This is an optimization exercise on Yosys and OpenROAD, whose aim is small area, not a production implementation. The RTL was checked by simulation tests, not by an equivalence proof against the original design. Power and IR drop assume default switching activity.

==> design/flow/design.v <==
package pe_array_pkg;
  localparam int DEF_ACTIVATION_WIDTH  = 16;
  localparam int DEF_ACCUMULATOR_WIDTH = 40;
  localparam int DEF_ARRAY_X           = 4;
  localparam int DEF_ARRAY_Y           = 4;
  localparam int DEF_ADDR_WIDTH        = 16;
  typedef enum logic [1:0] {
    IDLE  = 2'd0,
    DRAIN = 2'd1,
    DONE  = 2'd2
  } drain_state_t;
  localparam int ACT_MAX = (2 ** (DEF_ACTIVATION_WIDTH - 1)) - 1;
  localparam int ACT_MIN = -(2 ** (DEF_ACTIVATION_WIDTH - 1));
endpackage
module pe_requant_sat
#(
  parameter int activation_width  = pe_array_pkg::DEF_ACTIVATION_WIDTH,
  parameter int accumulator_width = pe_array_pkg::DEF_ACCUMULATOR_WIDTH
) (
  input  logic signed [accumulator_width-1:0]       acc,
  input  logic        [$clog2(accumulator_width)-1:0] shift,
  output logic signed [activation_width-1:0]        q
);
  localparam logic signed [accumulator_width-1:0] SAT_MAX =
    {{(accumulator_width-activation_width+1){1'b0}}, {(activation_width-1){1'b1}}};
  localparam logic signed [accumulator_width-1:0] SAT_MIN =
    {{(accumulator_width-activation_width+1){1'b1}}, {(activation_width-1){1'b0}}};
  logic signed [accumulator_width-1:0] shifted;
  logic signed [accumulator_width-1:0] clipped;
  assign shifted = acc >>> shift;
  always_comb begin
    clipped = shifted;
    if (clipped > SAT_MAX)      q = SAT_MAX[activation_width-1:0];
    else if (clipped < SAT_MIN) q = SAT_MIN[activation_width-1:0];
    else                        q = clipped[activation_width-1:0];
  end
endmodule
module pe_array_drain
#(
  parameter int activation_width  = pe_array_pkg::DEF_ACTIVATION_WIDTH,
  parameter int accumulator_width = pe_array_pkg::DEF_ACCUMULATOR_WIDTH,
  parameter int array_x           = pe_array_pkg::DEF_ARRAY_X,
  parameter int array_y           = pe_array_pkg::DEF_ARRAY_Y,
  parameter int addr_width        = pe_array_pkg::DEF_ADDR_WIDTH
) (
  input  logic                                   clk,
  input  logic                                   rstn,
  input  logic                                   start,
  input  logic        [addr_width-1:0]           base_addr,
  input  logic        [$clog2(accumulator_width)-1:0] shift,
  input  logic        [array_x*array_y*accumulator_width-1:0] acc_in,
  output logic                                   pe_clear,
  output logic                                   wr_valid,
  input  logic                                   wr_ready,
  output logic        [addr_width-1:0]           wr_addr,
  output logic signed [activation_width-1:0]     wr_data,
  output logic                                   busy,
  output logic                                   done
);
  localparam int N     = array_x * array_y;
  localparam int IDX_W = $clog2(N);
  localparam int SH_W  = $clog2(accumulator_width);
  localparam logic [IDX_W-1:0] LAST = IDX_W'(N - 1);
  localparam logic [1:0] S_IDLE  = pe_array_pkg::IDLE;
  localparam logic [1:0] S_DRAIN = pe_array_pkg::DRAIN;
  localparam logic [1:0] S_DONE  = pe_array_pkg::DONE;
  logic [1:0]                          state;
  logic [IDX_W-1:0]                    idx;
  logic [addr_width-1:0]               base_q;
  logic [SH_W-1:0]                     shift_q;
  logic signed [accumulator_width-1:0] snap [N];
  logic signed [activation_width-1:0]  q_w;
  for (genvar gx = 0; gx < array_x; gx++) begin : g_x
    for (genvar gy = 0; gy < array_y; gy++) begin : g_y
      always_ff @(posedge clk or negedge rstn) begin
        if (!rstn)                           snap[gx*array_y+gy] <= '0;
        else if (state == S_IDLE && start)   snap[gx*array_y+gy] <= acc_in[(gx*array_y+gy)*accumulator_width +: accumulator_width];
      end
    end
  end
  always_ff @(posedge clk or negedge rstn) begin
    if (!rstn) begin
      state       <= S_IDLE;
      idx         <= '0;
      base_q      <= '0;
      shift_q     <= '0;
      pe_clear    <= 1'b0;
      wr_valid <= 1'b0;
      busy        <= 1'b0;
      done        <= 1'b0;
    end else begin
      pe_clear <= 1'b0;
      done     <= 1'b0;
      case (state)
        S_IDLE: begin
          if (start) begin
            state       <= S_DRAIN;
            idx         <= '0;
            base_q      <= base_addr;
            shift_q     <= shift;
            pe_clear    <= 1'b1;
            wr_valid <= 1'b1;
            busy        <= 1'b1;
          end
        end
        S_DRAIN: begin
          if (wr_ready) begin
            if (idx == LAST) begin
              state       <= S_DONE;
              wr_valid <= 1'b0;
              busy        <= 1'b0;
              done        <= 1'b1;
            end else begin
              idx <= idx + IDX_W'(1);
            end
          end
        end
        S_DONE: begin
          state <= S_IDLE;
          idx   <= '0;
        end
        default: state <= S_IDLE;
      endcase
    end
  end
  pe_requant_sat #(
    .activation_width (activation_width),
    .accumulator_width(accumulator_width)
  ) u_requant (
    .acc  (snap[idx]),
    .shift(shift_q),
    .q    (q_w)
  );
  assign wr_data = q_w;
  assign wr_addr = base_q + {{(addr_width-IDX_W){1'b0}}, idx};
endmodule
==> design/flow/run.sh <==
#!/bin/bash
# synth_recipe.tcl (not shown) runs the flow's synth.tcl, then flattens the netlist and writes it again
# the make line also repeats each setting of config.mk as NAME=value (left out here)
make -C /OpenROAD-flow-scripts/flow DESIGN_CONFIG=/design/flow/config.mk WORK_HOME=/design/flow/orfs CLKGATE_MAP_FILE= SYNTH_SCRIPT=/design/flow/synth_recipe.tcl finish
==> design/flow/config.mk <==
export PLATFORM = sky130hd
export DESIGN_NAME = pe_array_drain
export DESIGN_NICKNAME = pe_array_drain
export VERILOG_FILES = /design/flow/design.v
export SDC_FILE = /design/flow/constraint.sdc
export NUM_CORES = 4
export LEC_CHECK = 0
export CAP_MARGIN = 20
export CORE_MARGIN = 2
export CORE_UTILIZATION = 40
export SLEW_MARGIN = 20
==> design/flow/constraint.sdc <==
create_clock -name core_clock -period 10.0 [get_ports {clk}]
set_input_delay 2.0000 -clock core_clock [delete_from_list [all_inputs] [get_ports {clk}]]
set_output_delay 2.0000 -clock core_clock [all_outputs]
set_load 0.01 [all_outputs]
==> impl_results.md <==
- Status: timing/DRC/antenna clean
- Die area: between 80,000 and 90,000 um2
- Register area share after synthesis: 49.6%
- Crit path launch type: register
- Yosys warnings: 4
- Design Area, Final: 44,500 um2
- CTS sink cnt: roughly 670
- Cells after Synth: 2,697
- Clock Path Buffers: 3
- Endpoints failing setup: 0
- Clock latency on the worst-skew pair: 0.65 ns
- Sequential cell area: 16,800 um2
- Antenna violations before repair: 45
- H-tree depth: 3
- Share of the synthesized area in the top cell type: slightly below 50%
- Hold crit path type: reg -> reg
- Height of the die: between 200 and 300 um
- Total clock buffers created by CTS: a little under 80
- FF+latch count, synth: around 670
- First-pass GRT wire length: 204 mm
- CP cell instances: inv_1, ha_4, and3_2, buf_4, o2bb2ai_1, a2111oi_1, a21oi_1, a31oi_1, o211ai_1, mux2i_1, a32oi_1, nor4b_1, a41oi_2, a41o_1, clkdlybuf4s50_1
- Largest net degree at the start of global routing: 179
- Worst-margin pin slew: ~1.3 ns
- DR vias: roughly 27k
- DR iter-0 viols: approximately 2.3k
- Avg Cell Area, Syn: around 13 um2
- Row count: between 100 and 150
- Gr ovfl total: 0
- Initial core utilization: between 40% and 50%
- Synthesized Nets: between 3k and 4k
- Pwr dens: roughly 380 nW/um2
- Worst Skew: a little over 0.03 ns
- Post-Syn Area: 33,900 um2
- Final setup TNS: 0 ns
- Area Overhead vs Synth: 31.4%
- Layout net count: 3,981
- Hold buffer count at cts: 0
- Placer Congestion: ~0.94
- RSZ-0062 raised after global routing: false
- Drt drc: 0
- Max Slew Vio Count: 0
- Multi-input logic area: ~16,000 um2
- Worst slew margin: about 16%
- CTS tree: yes
- Arrival time worst endpoint: roughly 7 ns
- Highest clock rate: about 0.11 GHz
- Total GRT Usage: about a third
- Power, Total: 17.0 mW
- Post-synth top area cell: dfrtp_1
- WL per Instance: about 32 um
- Required @ worst endpoint: approximately 8 ns
- Setup ws final: roughly 1.1 ns
- Number of max-cap violations: 0
- Vias/cell: 6.01
- Peak VDD IR: between 0.0002 and 0.00025 V
- Ys flop type: dfrtp_1
- Hold_ws: 0.504 ns
- Die Width: a little under 300 um
- DP Worst Slack: roughly 1.9 ns
- Critical path's slowest cell: a2111oi_1
- Main area contributors after synthesis: dfrtp_1 50%, mux2_2 23%, mux2i_1 2.2%, a22oi_1 1.9%, clkbuf_1 1.5%
- LEAKAGE: about 18 nW
- Critical path's largest stage delay: around 0.95 ns
- Router iterations before antenna repair: 7
- Post-CTS Resized: 0
- Min cycle time layout: about 8.9 ns
- CP endpoint kind: output pin
- Core area: about 84,000 um2
- I/O Pins: between 700 and 800
- Post-synth ARST share: 100%
- Number of global-route vias before repair: approximately 28k
- Final Hold Vio Count: 0
- Number of distinct library cells after synthesis: 106
- Crit path max fanout: 37
- Setup CP Type: reg -> out
- Clock Pin Slew Worst Setup and Hold Paths: around 0.050 ns
- Antenna viol nets, final: 0
- Setup Buffers After CTS: 0
- Count of buffers inserted at the top-level ports: between 700 and 800
- Share of cells above drive strength 1: between 20% and 30%
- Final period utilization: around 89%
- Clock root cell: clkbuf_16
- DPL Wire Length: approximately 110 mm
- Placed Instance Area: approximately 42,000 um2
- Post-synth EDFFs: 0
- # fillers: around 7.3k
- DRT Wirelength: 144 mm
## synth_stat cells, types with 8 or more instances
master,n
mux2_2,684
dfrtp_1,671
clkbuf_1,131
nand2_1,95
nor2_1,93
a22oi_1,87
mux2i_1,76
o21ai_0,74
a21oi_1,51
a221oi_1,51
a22o_1,48
a211oi_1,45
buf_2,40
nand3_1,27
buf_6,26
a222oi_1,23
a21o_1,22
nor3_1,22
o22ai_1,21
and3b_1,19
buf_4,19
inv_1,19
o211ai_1,18
o2bb2ai_1,17
mux4_2,15
a31oi_1,13
nand4_1,13
a221o_1,11
a32oi_1,11
and3_1,11
xnor2_1,11
a2111oi_0,10
buf_1,10
a31o_1,8
a41oi_1,8
ha_1,8
nand3b_1,8
## routing by layer
metal	routed length (um)	share of wire, %	GRT usage, %	up-vias
met2	69100	48	52.7	1218
met3	10600	7.4	6.28	233
met4	4590	3.2	12.1	24
li1	-	-	-	11600
met1	59600	41	43.3	14200
met5	144	0.10	0	-
## cells by family (layout without fill, tap and decap cells)
family          after synthesis  count (layout)  synth area share (%)
buf+inv                     249             915                  3.69
fa+ha+maj                     9               9                 0.355
other cells                   0              35                     0
mux                         777             777                  26.1
flops                       671             671                  49.6
xor+xnor                     14              14                 0.362
compound gates              630             630                  14.6
simple gates                347             347                  5.34
## worst max-delay path: cells and delay by family, from the launching register on
kind                       cells  cell delay (ns)
muxes                          1             0.36
buffers and inverters          3             0.97
and+or+nand+nor                2             0.84
AOI/OAI and AO/OA              8             3.19
DFF                            1             0.47
adders and majority gates      1             0.36
## flip-flops by register name (all words and copies together), names as in the netlist
name      count
base_q       16
done          1
idx           4
pe_clear      1
shift_q       6
snap        640
state         2
wr_valid      1
## cells in the final DEF (no fill, tap or decap), types with 10 or more instances in the layout
master           instances
a211oi_1                45
mux2i_1                 76
a22oi_1                 87
and3_1                  10
o22ai_1                 21
and3b_1                 19
clkbuf_1                10
a21o_1                  22
clkbuf_8                19
a31oi_1                 13
a2111oi_0               10
a221o_1                 11
clkinv_2                14
nand2_1                 94
a221oi_1                51
mux2_2                 684
a222oi_1                23
o21ai_0                 74
inv_1                   18
nand4_1                 13
diode_2                 35
xnor2_1                 11
nand3_1                 27
a21oi_1                 51
a32oi_1                 11
buf_4                   46
nor3_1                  22
clkbuf_16               78
a22o_1                  48
o2bb2ai_1               17
nor2_1                  93
dfrtp_1                669
mux4_2                  15
clkdlybuf4s50_1        700
o211ai_1                18
## final cells by class
cell class	count	share of cell area [%]
flip-flops and latches	671	37.8
multi-input cells	1777	35.7
repair buffers	755	16.9
clock buffers	107	5.06
well taps	1134	3.19
clock inverters	30	0.995
diodes	35	0.197
inverters	23	0.194
## metrics by stage
stage | util (%) | cells
after floorplan | - | 2697
after global placement | 49.8 | 4360
after detailed placement | 49.8 | 4360
after CTS | 53.1 | 4497
after global routing | 53.2 | 4528
final | 53.2 | 4532
## where the power goes
group	switching (mW)	leakage, nW	internal (mW)	total, mW
clock network	1.22	1.32	1.77	2.98
logic	5.11	8.64	3.86	8.97
registers	1.00	8.17	4.07	5.07
## final timing paths
check	startpoint	end	slack [ns]	depth (start not counted)
worst max-delay path	idx[1]	wr_data[8]	1.10	15
worst min-delay path	snap[5][16]	snap[5][16]	0.50	1
worst max register to register	state[0]	snap[0][7]	6.46	5
worst min register to register	snap[5][16]	snap[5][16]	0.50	1
max in group asynchronous	rstn	snap[14][38]	6.47	3
min in group asynchronous	rstn	snap[15][24]	1.35	1

## separate check: timing with driven ports
No port has a modelled driver above. Below, the same layout with a new extraction and two added sets of constraints.
Step 1 sets driving cells, clkbuf_16 on the clock port and buf_2 on the other inputs (assumed; they add their load-dependent delay and slew).
Step 2 times the ports against the registers' clock, not the clock port: input delays grow and output delays shrink by t, the midpoint of the rising clock arrivals with the driver on.
a / b / c = ideal ports / drivers / drivers and shift; a / b = the first two.
t (ns): 0.690
setup slack, ns: 1.100 / 1.031 / 1.721
worst register clock-pin slew, ns: 0.06 / 0.06
After both steps this run still meets setup and hold. For this run, drivers alone change the setup slack by -0.069 ns; drivers and shift together by +0.621 ns.
